Source: an optimization exercise on an open RTL-to-GDS flow (aim: small area, a short achievable clock period and few clock cycles). Production flows keep margins and buffers that such runs may drop.
Function was checked by simulation only, so behaviour that the tests miss may differ from the original.
Power is estimated from default activity; no workload was simulated.

Setup of harbor:
==> flow/design.v <==
`default_nettype none
package battleship_pkg;
    localparam int BOARD_ROWS  = 10;
    localparam int BOARD_COLS  = 10;
    localparam int NUM_SHIPS   = 5;
    localparam int FLEET_CELLS = 17;         
    typedef logic [3:0] coord_t;             
    typedef logic [2:0] ship_len_t;          
    typedef logic [2:0] ship_idx_t;          
    typedef logic [4:0] hit_count_t;         
    localparam logic [3*NUM_SHIPS-1:0] SHIP_LENGTHS = {3'd2, 3'd3, 3'd3, 3'd4, 3'd5};
    typedef enum logic [1:0] {
        cell_empty = 2'b00,
        cell_miss  = 2'b01,
        cell_hit   = 2'b10,
        cell_ship  = 2'b11
    } cell_t;
    typedef enum logic [2:0] {
        rk_placed   = 3'd0,
        rk_rejected = 3'd1,
        rk_miss     = 3'd2,
        rk_hit      = 3'd3,
        rk_win      = 3'd4
    } report_kind_t;
    typedef struct packed {
        logic   player;
        logic   horizontal;                  
        coord_t row;
        coord_t col;
    } request_t;
    typedef struct packed {
        report_kind_t kind;
        coord_t       row;
        coord_t       col;
        logic         player;                
    } report_t;
endpackage
`default_nettype wire
`timescale 1ns/1ps
`default_nettype none
module battleship_top (
    input  logic        clk,
    input  logic        reset,
    input  logic        read,
    input  logic [9:0]  req,
    output logic [11:0] data_out,
    output logic        data_ready
);
    localparam logic [2:0] K_PLACED = 3'd0, K_REJ = 3'd1, K_MISS = 3'd2,
                           K_HIT = 3'd3, K_WIN = 3'd4;
    function automatic logic ge4(input logic [3:0] a, input logic [3:0] b);
        logic [3:0] g, p;
        g = a & ~b;
        p = a | ~b;
        ge4 = g[3]
            | (p[3] & g[2])
            | (p[3] & p[2] & g[1])
            | (p[3] & p[2] & p[1] & p[0]);
    endfunction
    function automatic logic [3:0] sub_sat(input logic [3:0] a, input int k);
        sub_sat = 4'd0;
        for (int v = 0; v < 16; v++)
            if (a == 4'(v))
                sub_sat = (v >= k) ? 4'(v - k) : 4'd0;
    endfunction
    function automatic logic [3:0] add_k(input logic [3:0] a, input int k);
        add_k = 4'd0;
        for (int v = 0; v < 16; v++)
            if (a == 4'(v))
                add_k = 4'(v + k);
    endfunction
    localparam logic [4:0] HITS_16 = 5'b10111;
    function automatic logic [4:0] lfsr_next(input logic [4:0] v);
        lfsr_next = {v[3:0], !(v[4] ^ v[2])};
    endfunction
    function automatic int lm1_of(input int k);
        case (k)
            0:       lm1_of = 4;
            1:       lm1_of = 3;
            4:       lm1_of = 1;
            default: lm1_of = 2;
        endcase
    endfunction
    logic        placing_q;          
    logic        over_q;             
    logic        turn_q;             
    logic        bsel_q;             
    logic [4:0]  sidx_q;             
    logic [4:0]  hits [2];           
    logic        f_place;            
    logic        f_shot;             
    logic        f_hit;              
    logic        f_win;              
    logic [3:0]  srow [10];          
    logic [3:0]  scol [10];
    logic        shor [10];
    logic [9:0]  shot0 [10];         
    logic [9:0]  shot1 [10];
    logic        placing, over, turn, bsel;
    logic [4:0]  sidx;
    logic        last_ship;          
    assign last_ship = f_place && sidx_q[4];
    assign placing = placing_q && !(last_ship && turn_q);
    assign over    = over_q || f_win;
    assign turn    = turn_q ^ (f_shot || last_ship);
    assign bsel    = bsel_q ^ (f_shot || (last_ship && !turn_q));
    assign sidx    = f_place ? {sidx_q[3:0], sidx_q[4]} : sidx_q;
    logic       p, h;
    logic [3:0] r, c;
    assign p = req[9];
    assign h = req[8];
    assign r = req[7:4];
    assign c = req[3:0];
    logic shooting;
    assign shooting = !placing && !over;
    logic [4:0] valid;
    logic [3:0] r_lo [5], r_hi [5], c_lo [5], c_hi [5];
    logic [3:0] r_lo_v [5], c_lo_h [5];
    always_comb
    begin
        for (int i = 0; i < 5; i++)
        begin
            logic [3:0] sr, sc;
            logic       sh;
            sr = bsel ? srow[5+i] : srow[i];
            sc = bsel ? scol[5+i] : scol[i];
            sh = bsel ? shor[5+i] : shor[i];
            r_lo[i] = sr;
            c_lo[i] = sc;
            r_hi[i] = sh ? sr : add_k(sr, lm1_of(i));
            c_hi[i] = sh ? add_k(sc, lm1_of(i)) : sc;
            if (i == 0 && sidx[1])
            begin
                r_lo_v[i] = sub_sat(sr, 3);
                c_lo_h[i] = sub_sat(sc, 3);
            end
            else if (sidx[4])
            begin
                r_lo_v[i] = sub_sat(sr, 1);
                c_lo_h[i] = sub_sat(sc, 1);
            end
            else
            begin
                r_lo_v[i] = sub_sat(sr, 2);
                c_lo_h[i] = sub_sat(sc, 2);
            end
        end
        valid[0] = !placing || !sidx[0];
        valid[1] = !placing || !(sidx[0] || sidx[1]);
        valid[2] = !placing || sidx[3] || sidx[4];
        valid[3] = !placing || sidx[4];
        valid[4] = !placing;
    end
    logic hz, vt;                    
    assign hz = placing && h;
    assign vt = placing && !h;
    logic overlap;
    always_comb
    begin
        overlap = 1'b0;
        for (int i = 0; i < 5; i++)
        begin
            logic ok_r, ok_c;
            ok_r = ge4(r_hi[i], r) && (vt ? ge4(r, r_lo_v[i]) : ge4(r, r_lo[i]));
            ok_c = ge4(c_hi[i], c) && (hz ? ge4(c, c_lo_h[i]) : ge4(c, c_lo[i]));
            overlap = overlap || (valid[i] && ok_r && ok_c);
        end
    end
    logic [9:0] rsel, csel;
    always_comb
    begin
        for (int i = 0; i < 10; i++)
        begin
            rsel[i] = (r == 4'(i));
            csel[i] = (c == 4'(i));
        end
    end
    logic was_shot;
    always_comb
    begin
        was_shot = 1'b0;
        for (int j = 0; j < 10; j++)
        begin
            logic colbit;
            colbit = 1'b0;
            for (int i = 0; i < 10; i++)
                colbit = colbit || (rsel[i] && turn && shot0[i][j])
                                || (rsel[i] && !turn && shot1[i][j]);
            was_shot = was_shot || (csel[j] && colbit);
        end
    end
    logic fits, turn_ok, on_board;
    logic [3:0] lim;
    always_comb
    begin
        if (sidx[0])      lim = 4'd5;        
        else if (sidx[1]) lim = 4'd6;
        else if (sidx[4]) lim = 4'd8;
        else              lim = 4'd7;
    end
    assign on_board = (r < 4'd10) && (c < 4'd10);
    assign fits     = h ? ((r < 4'd10) && ge4(lim, c)) : ((c < 4'd10) && ge4(lim, r));
    assign turn_ok  = (p == turn);
    logic place_ok, shot_ok, hit, win, last_hit;
    assign last_hit = bsel ? (hits[1] == HITS_16) : (hits[0] == HITS_16);
    assign place_ok = placing && turn_ok && fits && !overlap;
    assign shot_ok  = shooting && turn_ok && on_board && !was_shot;
    assign hit      = shot_ok && overlap;
    assign win      = hit && last_hit;
    assign data_out[11] = f_win;
    assign data_out[10] = f_shot && !f_win;
    assign data_out[9]  = (!f_place && !f_shot) || (f_hit && !f_win);
    always_ff @(posedge clk)
    begin
        data_out[8:0] <= {r, c, p};
        if (reset)
        begin
            data_ready <= 1'b0;
            placing_q  <= 1'b1;
            over_q     <= 1'b0;
            turn_q     <= 1'b0;
            bsel_q     <= 1'b0;
            sidx_q     <= 5'b00001;
            hits[0]    <= '0;
            hits[1]    <= '0;
            f_place    <= 1'b0;
            f_shot     <= 1'b0;
            f_hit      <= 1'b0;
            f_win      <= 1'b0;
        end
        else
        begin
            data_ready <= read;
            placing_q  <= placing;
            over_q     <= over;
            turn_q     <= turn;
            bsel_q     <= bsel;
            sidx_q     <= sidx;
            if (f_hit)
            begin
                if (bsel_q) hits[1] <= lfsr_next(hits[1]);
                else        hits[0] <= lfsr_next(hits[0]);
            end
            f_place    <= read && place_ok;
            f_shot     <= read && shot_ok;
            f_hit      <= read && hit;
            f_win      <= read && win;
        end
    end
    always_ff @(posedge clk)
    begin
        for (int k = 0; k < 5; k++)
        begin
            if (placing && sidx[k])
            begin
                if (turn)
                begin
                    srow[5+k] <= r;
                    scol[5+k] <= c;
                    shor[5+k] <= h;
                end
                else
                begin
                    srow[k] <= r;
                    scol[k] <= c;
                    shor[k] <= h;
                end
            end
        end
    end
    logic [9:0] mark0, mark1;
    always_comb
    begin
        for (int i = 0; i < 10; i++)
        begin
            mark0[i] = !reset && read && shooting && p && turn && rsel[i];
            mark1[i] = !reset && read && shooting && !p && !turn && rsel[i];
        end
    end
    always_ff @(posedge clk)
    begin
        for (int i = 0; i < 10; i++)
            for (int j = 0; j < 10; j++)
            begin
                shot0[i][j] <= (shot0[i][j] && !reset) || (mark0[i] && csel[j]);
                shot1[i][j] <= (shot1[i][j] && !reset) || (mark1[i] && csel[j]);
            end
    end
endmodule
`default_nettype wire
clock: 9.0 ns
lec_check: 0
abc_area: 1
cap_margin: 20
core_margin: 2
core_utilization: 55
cts_buf_list: sky130_fd_sc_hd__clkbuf_4 sky130_fd_sc_hd__clkbuf_8
setup_slack_margin: 5
slew_margin: 20
run.sh (not shown) runs the stock make flow with config.mk's settings and CLKGATE_MAP_FILE= SYNTH_SCRIPT=/design/flow/synth_recipe.tcl, a recipe that flattens the netlist after the stock synthesis.
harbor went all the way through the flow, and no timing, DRC or antenna check failed.
Testbench counts of harbor, summed over its fixed seeds: cycles 2,888.
Edits applied to the flow inputs when going from harbor to sierra:
Settings: removing SETUP_SLACK_MARGIN (formerly 5).
==> flow/flow/run.sh (new file) <==
#!/bin/bash
set -euo pipefail
bash standard.sh SETUP_SLACK_MARGIN=6 "BUFFER_PORTS_ARGS=-buffer_cell sky130_fd_sc_hd__buf_4" finish > flow_standard.log 2>&1
==> flow/standard.sh (new file) <==
#!/bin/bash
# synth_recipe.tcl (not shown) runs the flow's synth.tcl, then flattens the netlist and writes it again
# the make line also repeats each setting of config.mk as NAME=value (left out here)
make -C /OpenROAD-flow-scripts/flow DESIGN_CONFIG=/design/flow/config.mk WORK_HOME=/design/flow/orfs CLKGATE_MAP_FILE= SYNTH_SCRIPT=/design/flow/synth_recipe.tcl "${@:-finish}"
removed: flow/run.sh
[summary]
The final layout from harbor, which completed every stage, passed the timing, DRC and antenna checks at the end of the flow. sierra went all the way through synthesis, placement and routing and the layout is clean on timing, DRC and antenna. Re net switching share of the total power: harbor and sierra aren't equal, and the lower value belongs to harbor. sierra ended up with sequential cells as its power group with the highest consumption; harbor ended up with the clock network. As far as mux cell area share after synthesis goes, harbor and sierra are indistinguishable; the numbers are identical. From harbor to sierra the numbers moved as follows: number of buffers added by the clock tree synthesis step decreased 1.9%, power spent charging and discharging nets rose 43 µW.
diff inputs: sierra => garnet
Settings: SETUP_SLACK_MARGIN newly set to 5; CTS_BUF_LIST changed from sky130_fd_sc_hd__clkbuf_4 sky130_fd_sc_hd__clkbuf_8 to sky130_fd_sc_hd__clkbuf_8 sky130_fd_sc_hd__clkbuf_16; CTS_CLUSTER_DIAMETER newly set to 100; CTS_CLUSTER_SIZE newly set to 30.
==> flow/run.sh (new file) <==
#!/bin/bash
# synth_recipe.tcl (not shown) runs the flow's synth.tcl, then flattens the netlist and writes it again
# the make line also repeats each setting of config.mk as NAME=value (left out here)
make -C /OpenROAD-flow-scripts/flow DESIGN_CONFIG=/design/flow/config.mk WORK_HOME=/design/flow/orfs CLKGATE_MAP_FILE= SYNTH_SCRIPT=/design/flow/synth_recipe.tcl finish
removed: flow/flow/run.sh
removed: flow/standard.sh
==> notes.md <==
What garnet reported for total wire length has to be multiplied by 1.12 to get the figure for sierra.
Final critical-path setup slack for garnet: 0.64 ns down relative to sierra
In garnet the met1 layer usage reported by global route turned out 3.7 points lower than in sierra.
Total power (sierra / garnet): 1.3
Of garnet and sierra, sierra shows the higher wire length on met3, with garnet below it.
Between garnet and sierra, it is garnet whose wire length of the first global-routing pass is lower, by 8.6%.
As of garnet, standby leakage power had fallen by more than 10% compared to sierra.
Relative to sierra, top fanout value on the critical path has increased by 24 in garnet.
Area growth from synthesis to layout: garnet and sierra compared, higher one is sierra
garnet — routed length per instance 0.74 µm lower, sierra as reference
Lower final non-filler cell area among garnet and sierra: garnet

## re-timing with driven ports
The results above use ideal ports. As a check the final layouts listed here were re-extracted and re-timed, cells and wires unchanged.
Step 1 (the two cells are an assumption about what drives the block):
set clk [get_ports {clk}]
set_driving_cell -lib_cell sky130_fd_sc_hd__clkbuf_16 $clk
set_driving_cell -lib_cell sky130_fd_sc_hd__buf_2 [delete_from_list [all_inputs] $clk]
Step 2, shift: input delay + t, output delay - t, t = (earliest + latest rising clock arrival at the registers) / 2. This alone moves slack from input paths to output paths.
Slacks: ideal ports / drivers / drivers and shift; pairs: ideal ports / drivers.
| run | t, ns | setup slack, ns | worst slew at a driven data input, ns |
|---|---|---|---|
| harbor | 0.627 | 4.987 / 5.012 / 4.384 | 0.03 |
| sierra | 0.644 | 5.627 / 5.533 / 4.889 | 0.17 |
| garnet | 0.562 | 4.988 / 5.015 / 4.453 | 0.03 |
After both steps setup and hold are still met in every run listed. The setup slack of sierra, which loses most, moves by -0.094 ns with the drivers and by -0.738 ns with both steps.
